What follows belongs to an exercise in optimizing a design on an open flow for small area; a production flow would make more cautious choices.
Function was checked by simulation only, so behaviour that the tests miss may differ from the original.
Power figures rest on the tool's default switching activity, not on a simulated workload.

// gauss_filter_top
module gauss_filter_top
(
  input  logic   clk,
  input  logic   rst,
  input  gauss_pkg::pixel_t pa,
  input  gauss_pkg::pixel_t pb,
  input  gauss_pkg::pixel_t pc,
  input  gauss_pkg::pixel_t pd,
  input  gauss_pkg::pixel_t pe,
  output gauss_pkg::pixel_t p_out
);
For scale: roughly 840 cells after synthesis, roughly 310 flip-flops, roughly 0.013 mm2 of cells after synthesis.
make LEC_CHECK=0 CAP_MARGIN=20 CORE_MARGIN=2 CORE_UTILIZATION=60 CTS_BUF_LIST=sky130_fd_sc_hd__clkbuf_8 CTS_CLUSTER_DIAMETER=60 CTS_CLUSTER_SIZE=16 SLEW_MARGIN=20 SYNTH_HIERARCHICAL=1 finish   # period 5.0 ns
run.sh (not shown) runs the stock make flow with config.mk's settings and CLKGATE_MAP_FILE= SYNTH_SCRIPT=/design/flow/synth_recipe.tcl, a recipe that flattens the netlist after the stock synthesis.
Rerun with:
Settings changed: CORE_UTILIZATION 60 to 40.
Wire length increases slightly.
Fmax increases slightly.
Final cell count came out higher by about a fifth.
Area after synthesis does not change.
Global-route usage decreases by 6.5 points.
Total power goes down slightly.
Design area went up slightly.
Utilization is lower by 23 points.
Clock power is higher by a few percent.
Critical path depth is unchanged.
Worst setup slack gets better by 0.031 ns.
Rerun with:
Settings changed: CORE_UTILIZATION 40 to 55, PLACE_DENSITY set to 0.7.
Cell count went down by 9.6%.
Wire length is higher by 0.51%.
Die area came out lower by 27%.
Critical path depth is unchanged.
Cell area went down by 1.8%.
Synthesized area does not change.
Synthesized cell count is unchanged.
Total power is about the same.
First-iteration DRC count rises by 33%.
Worst setup slack got worse by 0.067 ns.
Sequential power barely changes.
Rerun with:
Settings changed: CORE_UTILIZATION 55 to 70, GPL_TIMING_DRIVEN set to 0, PLACE_DENSITY 0.7 to 0.8.
Power fell by 1.2%. Register-to-register slack loses 0.07 ns. Core utilization rose by 17 points. Synthesized area does not change. Cell count fell by 7.5%. Fmax fell by 1.5%. Hold slack barely changes. Die area fell by about 20%. Synthesized cell count is unchanged. Via count rose by about 1%. Worst setup slack loses 0.070 ns.
Rerun with:
Settings changed: CAP_MARGIN 20 to 5, SLEW_MARGIN 20 to 5.
Effect:
- The new run finished with timing, DRC and antenna clean
- total power stays the same
- critical path depth is unchanged
- synthesized cell count is unchanged
- fmax does not change
- core utilization does not change
- routed wire length is unchanged
Rerun with:
Settings changed: CAP_MARGIN 5 to 20, GPL_TIMING_DRIVEN 0 to unset, SLEW_MARGIN 5 to 20.
Effect: Sequential power shrinks slightly; wire length shrinks by a few percent; synthesized area does not change; final area grows slightly; synthesized cell count stays the same; power grows slightly; critical path depth is unchanged; worst setup slack gets better by 0.11 ns; cell count grows slightly; clock-buffer cell count grows by 2.


Another version of the RTL of gauss_filter_top (not shown whole).
Size in the first run: ~780 cells after synthesis, about 310 flip-flops, about 50 I/O pins.
export LEC_CHECK = 0
export CAP_MARGIN = 20
export CORE_MARGIN = 2
export CORE_UTILIZATION = 70
export CTS_BUF_LIST = sky130_fd_sc_hd__clkbuf_8
export CTS_CLUSTER_DIAMETER = 60
export CTS_CLUSTER_SIZE = 16
export GPL_ROUTABILITY_DRIVEN = 0
export GPL_TIMING_DRIVEN = 0
export PLACE_DENSITY = 0.8
export SLEW_MARGIN = 20
export SYNTH_HIERARCHICAL = 1
create_clock -name core_clock -period 5.0 [get_ports {clk}]
standard.sh (not shown) runs the stock make flow with config.mk's settings and CLKGATE_MAP_FILE= SYNTH_SCRIPT=/design/flow/synth_recipe.tcl, a recipe that flattens the netlist after the stock synthesis.
==> flow/flow/run.sh <==
#!/bin/bash
cp standard.sh standard_copy.txt
export BUFFER_PORTS_ARGS="-buffer_cell sky130_fd_sc_hd__buf_1"
export CTS_ARGS="-sink_clustering_enable -repair_clock_nets -dont_use_dummy_load -buf_list sky130_fd_sc_hd__clkbuf_8 -sink_clustering_size 16 -sink_clustering_max_diameter 60"
bash standard.sh finish > standard_flow.log 2>&1
Change:
==> flow/run.sh (new file) <==
#!/bin/bash
# synth_recipe.tcl (not shown) runs the flow's synth.tcl, then flattens the netlist and writes it again
# the make line also repeats each setting of config.mk as NAME=value (left out here)
make -C /OpenROAD-flow-scripts/flow DESIGN_CONFIG=/design/flow/config.mk WORK_HOME=/design/flow/orfs CLKGATE_MAP_FILE= SYNTH_SCRIPT=/design/flow/synth_recipe.tcl finish
--- a/flow/config.mk
+++ b/flow/config.mk
@@ -12,5 +12,4 @@
 export CTS_CLUSTER_DIAMETER = 60
 export CTS_CLUSTER_SIZE = 16
-export GPL_ROUTABILITY_DRIVEN = 0
 export GPL_TIMING_DRIVEN = 0
 export PLACE_DENSITY = 0.8
removed: flow/flow/run.sh
removed: flow/standard.sh
What happened:
- combinational power climbs by 4.7%
- register-to-register slack barely changes
- maximum frequency hardly moves
Change:
==> flow/flow/run.sh (new file) <==
#!/bin/bash
cp standard.sh standard_copy.txt
export BUFFER_PORTS_ARGS="-buffer_cell sky130_fd_sc_hd__buf_1"
export CTS_ARGS="-sink_clustering_enable -repair_clock_nets -dont_use_dummy_load -buf_list sky130_fd_sc_hd__clkbuf_8 -sink_clustering_size 16 -sink_clustering_max_diameter 60"
bash standard.sh finish > standard_flow.log 2>&1
==> flow/standard.sh (new file) <==
#!/bin/bash
# synth_recipe.tcl (not shown) runs the flow's synth.tcl, then flattens the netlist and writes it again
# the make line also repeats each setting of config.mk as NAME=value (left out here)
make -C /OpenROAD-flow-scripts/flow DESIGN_CONFIG=/design/flow/config.mk WORK_HOME=/design/flow/orfs CLKGATE_MAP_FILE= SYNTH_SCRIPT=/design/flow/synth_recipe.tcl "${@:-finish}"
--- a/flow/config.mk
+++ b/flow/config.mk
@@ -8,10 +8,10 @@
 export CAP_MARGIN = 20
 export CORE_MARGIN = 2
-export CORE_UTILIZATION = 70
+export CORE_UTILIZATION = 80
 export CTS_BUF_LIST = sky130_fd_sc_hd__clkbuf_8
 export CTS_CLUSTER_DIAMETER = 60
 export CTS_CLUSTER_SIZE = 16
 export GPL_TIMING_DRIVEN = 0
-export PLACE_DENSITY = 0.8
+export PLACE_DENSITY = 0.85
 export SLEW_MARGIN = 20
 export SYNTH_HIERARCHICAL = 1
removed: flow/run.sh
Result: Power rose by 3.4%; clock power falls by about 3%; register-to-register slack got worse by 0.04 ns; cell count fell by 3.7%; critical path depth is unchanged.
Change:
--- a/flow/config.mk
+++ b/flow/config.mk
@@ -8,10 +8,10 @@
 export CAP_MARGIN = 20
 export CORE_MARGIN = 2
-export CORE_UTILIZATION = 80
+export CORE_UTILIZATION = 60
 export CTS_BUF_LIST = sky130_fd_sc_hd__clkbuf_8
 export CTS_CLUSTER_DIAMETER = 60
 export CTS_CLUSTER_SIZE = 16
 export GPL_TIMING_DRIVEN = 0
-export PLACE_DENSITY = 0.85
+export PLACE_DENSITY = 0.7
 export SLEW_MARGIN = 20
 export SYNTH_HIERARCHICAL = 1
Effect: Clock-buffer cell count rises by 1; power falls by 5.6%; hold slack degrades by 0.0088 ns; area after synthesis stays the same.
Change:
--- a/flow/config.mk
+++ b/flow/config.mk
@@ -8,10 +8,10 @@
 export CAP_MARGIN = 20
 export CORE_MARGIN = 2
-export CORE_UTILIZATION = 60
+export CORE_UTILIZATION = 70
 export CTS_BUF_LIST = sky130_fd_sc_hd__clkbuf_8
 export CTS_CLUSTER_DIAMETER = 60
 export CTS_CLUSTER_SIZE = 16
 export GPL_TIMING_DRIVEN = 0
-export PLACE_DENSITY = 0.7
+export PLACE_DENSITY = 0.8
 export SLEW_MARGIN = 20
 export SYNTH_HIERARCHICAL = 1
The changed run ran to the end with no violations; worst hold slack degrades by 0.0073 ns; total power stays flat; synthesized area does not change; final area drops by 0.47%; cell count drops by 4.1%; die area drops by 14%.


## job 2677
gauss_filter_top, a different RTL version from the one above (not shown whole).
For scale: about 770 cells after synthesis, ~50 I/O pins, roughly 12000 µm² of cells after synthesis.
export LEC_CHECK = 0
export CAP_MARGIN = 20
export CORE_MARGIN = 2
export CORE_UTILIZATION = 70
export CTS_BUF_LIST = sky130_fd_sc_hd__clkbuf_8
export CTS_CLUSTER_DIAMETER = 60
export CTS_CLUSTER_SIZE = 16
export GPL_TIMING_DRIVEN = 0
export PLACE_DENSITY = 0.8
export SLEW_MARGIN = 20
export SYNTH_HIERARCHICAL = 1
create_clock -name core_clock -period 5.0 [get_ports {clk}]
==> flow/flow/run.sh <==
#!/bin/bash
cp standard.sh standard_copy.txt
export BUFFER_PORTS_ARGS="-buffer_cell sky130_fd_sc_hd__buf_1"
export CTS_ARGS="-sink_clustering_enable -repair_clock_nets -dont_use_dummy_load -buf_list sky130_fd_sc_hd__clkbuf_8 -sink_clustering_size 18 -sink_clustering_max_diameter 60"
bash standard.sh finish > standard_flow.log 2>&1
Input-level comparison between job 7171 and job 2677:
- setting ABC_AREA to 1 for the first time
==> flow/flow/run.sh <==
#!/bin/bash
cp standard.sh standard_copy.txt
export BUFFER_PORTS_ARGS="-buffer_cell sky130_fd_sc_hd__buf_1"
export CTS_ARGS="-sink_clustering_enable -repair_clock_nets -dont_use_dummy_load -buf_list sky130_fd_sc_hd__clkbuf_8 -sink_clustering_size 16 -sink_clustering_max_diameter 60"
bash standard.sh finish > standard_flow.log 2>&1
Results
First-pass GRT wire length: job 7171 vs job 2677 up 330 µm
[compare] base=job 2677 new=job 7171: floorplan row count rose 2.1%, worst hold slack picked up an extra 0.030 ns, max-slew headroom at the worst pin went up 8.0 points, number of instances in the placed design went up.
diff inputs: job 7171 => job 3490
- ABC_AREA: 1 -> unset
==> flow/flow/run.sh <==
#!/bin/bash
cp standard.sh standard_copy.txt
export BUFFER_PORTS_ARGS="-buffer_cell sky130_fd_sc_hd__buf_1"
export CTS_ARGS="-sink_clustering_enable -repair_clock_nets -dont_use_dummy_load -buf_list sky130_fd_sc_hd__clkbuf_8 -sink_clustering_size 20 -sink_clustering_max_diameter 55"
bash standard.sh finish > standard_flow.log 2>&1
### Flow results
- Re sequential share of cell area: job 3490 and job 7171 aren't equal, and the lower value belongs to job 7171.
- Multi-input combinational area share: higher on job 3490
- STATUS peak ir drop on the vdd network: job 3490 loses against job 7171
[inputs] job 7904 vs job 3490
==> flow/flow/run.sh <==
#!/bin/bash
cp standard.sh standard_copy.txt
export BUFFER_PORTS_ARGS="-buffer_cell sky130_fd_sc_hd__buf_1"
export CTS_ARGS="-sink_clustering_enable -repair_clock_nets -dont_use_dummy_load -buf_list sky130_fd_sc_hd__clkbuf_8 -sink_clustering_size 16 -sink_clustering_max_diameter 60"
bash standard.sh finish > standard_flow.log 2>&1
### Flow results
Job 3490 -> job 7904: wire length of the first global-routing pass increased slightly. Launch point of the critical path: xv0[0]$_SDFF_PP1_ -> job 3490, xc[2]$_SDFF_PP0_ -> job 7904. Routing usage on met1 (job 7904 over job 3490): increase, 0.35 points. Compared with job 3490, in job 7904 area overhead of the layout relative to synthesis higher; final instance area roughly the same; critical path arrival higher; transition at the pin with the smallest max-transition slack roughly the same; non-clock buffer count roughly the same. Per the comparison of job 7904 with job 3490, worst slew margin relative to its limit saw little to no change; sequential share of layout area held steady; register-to-register slack now sits lower; fraction of power consumed by sequential logic shows a reduction of 0.4 points.
Edits applied to the flow inputs when going from job 7904 to job 8831:
==> flow/flow/run.sh <==
#!/bin/bash
cp standard.sh standard_copy.txt
export BUFFER_PORTS_ARGS="-buffer_cell sky130_fd_sc_hd__buf_1"
export CTS_ARGS="-sink_clustering_enable -repair_clock_nets -dont_use_dummy_load -buf_list sky130_fd_sc_hd__clkbuf_8 -sink_clustering_size 18 -sink_clustering_max_diameter 50"
bash standard.sh finish > standard_flow.log 2>&1
==> summary.txt <==
Across both runs, global-route usage was lower for job 8831 than for job 7904. Overall power consumption: job 8831 vs job 7904 — no meaningful difference. ~same achievable clock frequency in job 8831 and job 7904.

==> port drivers added, routing unchanged <==
The flow's constraints put no driver on any port. The routed layouts listed below were extracted and timed again, unchanged, in two steps. Step 1, drivers: a clkbuf_16 drives clk and a buf_2 each remaining input, both assumed. Step 2, shift: input delay + t, output delay - t, t = (earliest + latest rising clock arrival at the registers) / 2. This alone moves slack from input paths to output paths. Three values: ideal, step 1, step 2; two values: the first two.
| run | shift t [ns] | setup slack, ns | hold WS [ns] |
|---|---|---|---|
| the first run of note 1 | 0.595 | 0.261 / 0.261 / -0.190 | 0.313 / 0.313 / 0.313 |
| the second run of note 1 | 0.602 | 0.292 / 0.292 / -0.143 | 0.329 / 0.329 / 0.329 |
| the third run of note 1 | 0.586 | 0.225 / 0.225 / -0.181 | 0.320 / 0.320 / 0.320 |
| the fourth run of note 1 | 0.570 | 0.155 / 0.155 / -0.255 | 0.320 / 0.320 / 0.320 |
| the fifth run of note 1 | 0.570 | 0.155 / 0.155 / -0.255 | 0.320 / 0.320 / 0.320 |
| the sixth run of note 1 | 0.591 | 0.261 / 0.261 / -0.207 | 0.326 / 0.326 / 0.326 |
| the first run of note 2 | 0.566 | 0.172 / 0.172 / 0.103 | 0.308 / 0.308 / 0.308 |
| the second run of note 2 | 0.585 | 0.171 / 0.171 / -0.194 | 0.325 / 0.325 / 0.325 |
| the third run of note 2 | 0.548 | 0.130 / 0.130 / 0.073 | 0.324 / 0.324 / 0.324 |
| the fourth run of note 2 | 0.564 | 0.176 / 0.176 / 0.126 | 0.315 / 0.315 / 0.315 |
| the fifth run of note 2 | 0.566 | 0.172 / 0.172 / 0.103 | 0.308 / 0.308 / 0.308 |
| job 2677 | 0.550 | 0.159 / 0.159 / -0.348 | 0.296 / 0.296 / 0.296 |
| job 7171 | 0.550 | 0.207 / 0.207 / -0.234 | 0.326 / 0.326 / 0.326 |
| job 3490 | 0.546 | 0.190 / 0.190 / -0.337 | 0.290 / 0.290 / 0.290 |
| job 7904 | 0.569 | 0.174 / 0.174 / -0.325 | 0.326 / 0.326 / 0.326 |
| job 8831 | 0.575 | 0.181 / 0.181 / -0.320 | 0.308 / 0.308 / 0.308 |
Met with ideal ports but missed after step 2: setup timing in 12 of these runs. The setup slack of job 3490, which loses most, moves by 0.000 ns with the drivers and by -0.527 ns with both steps.
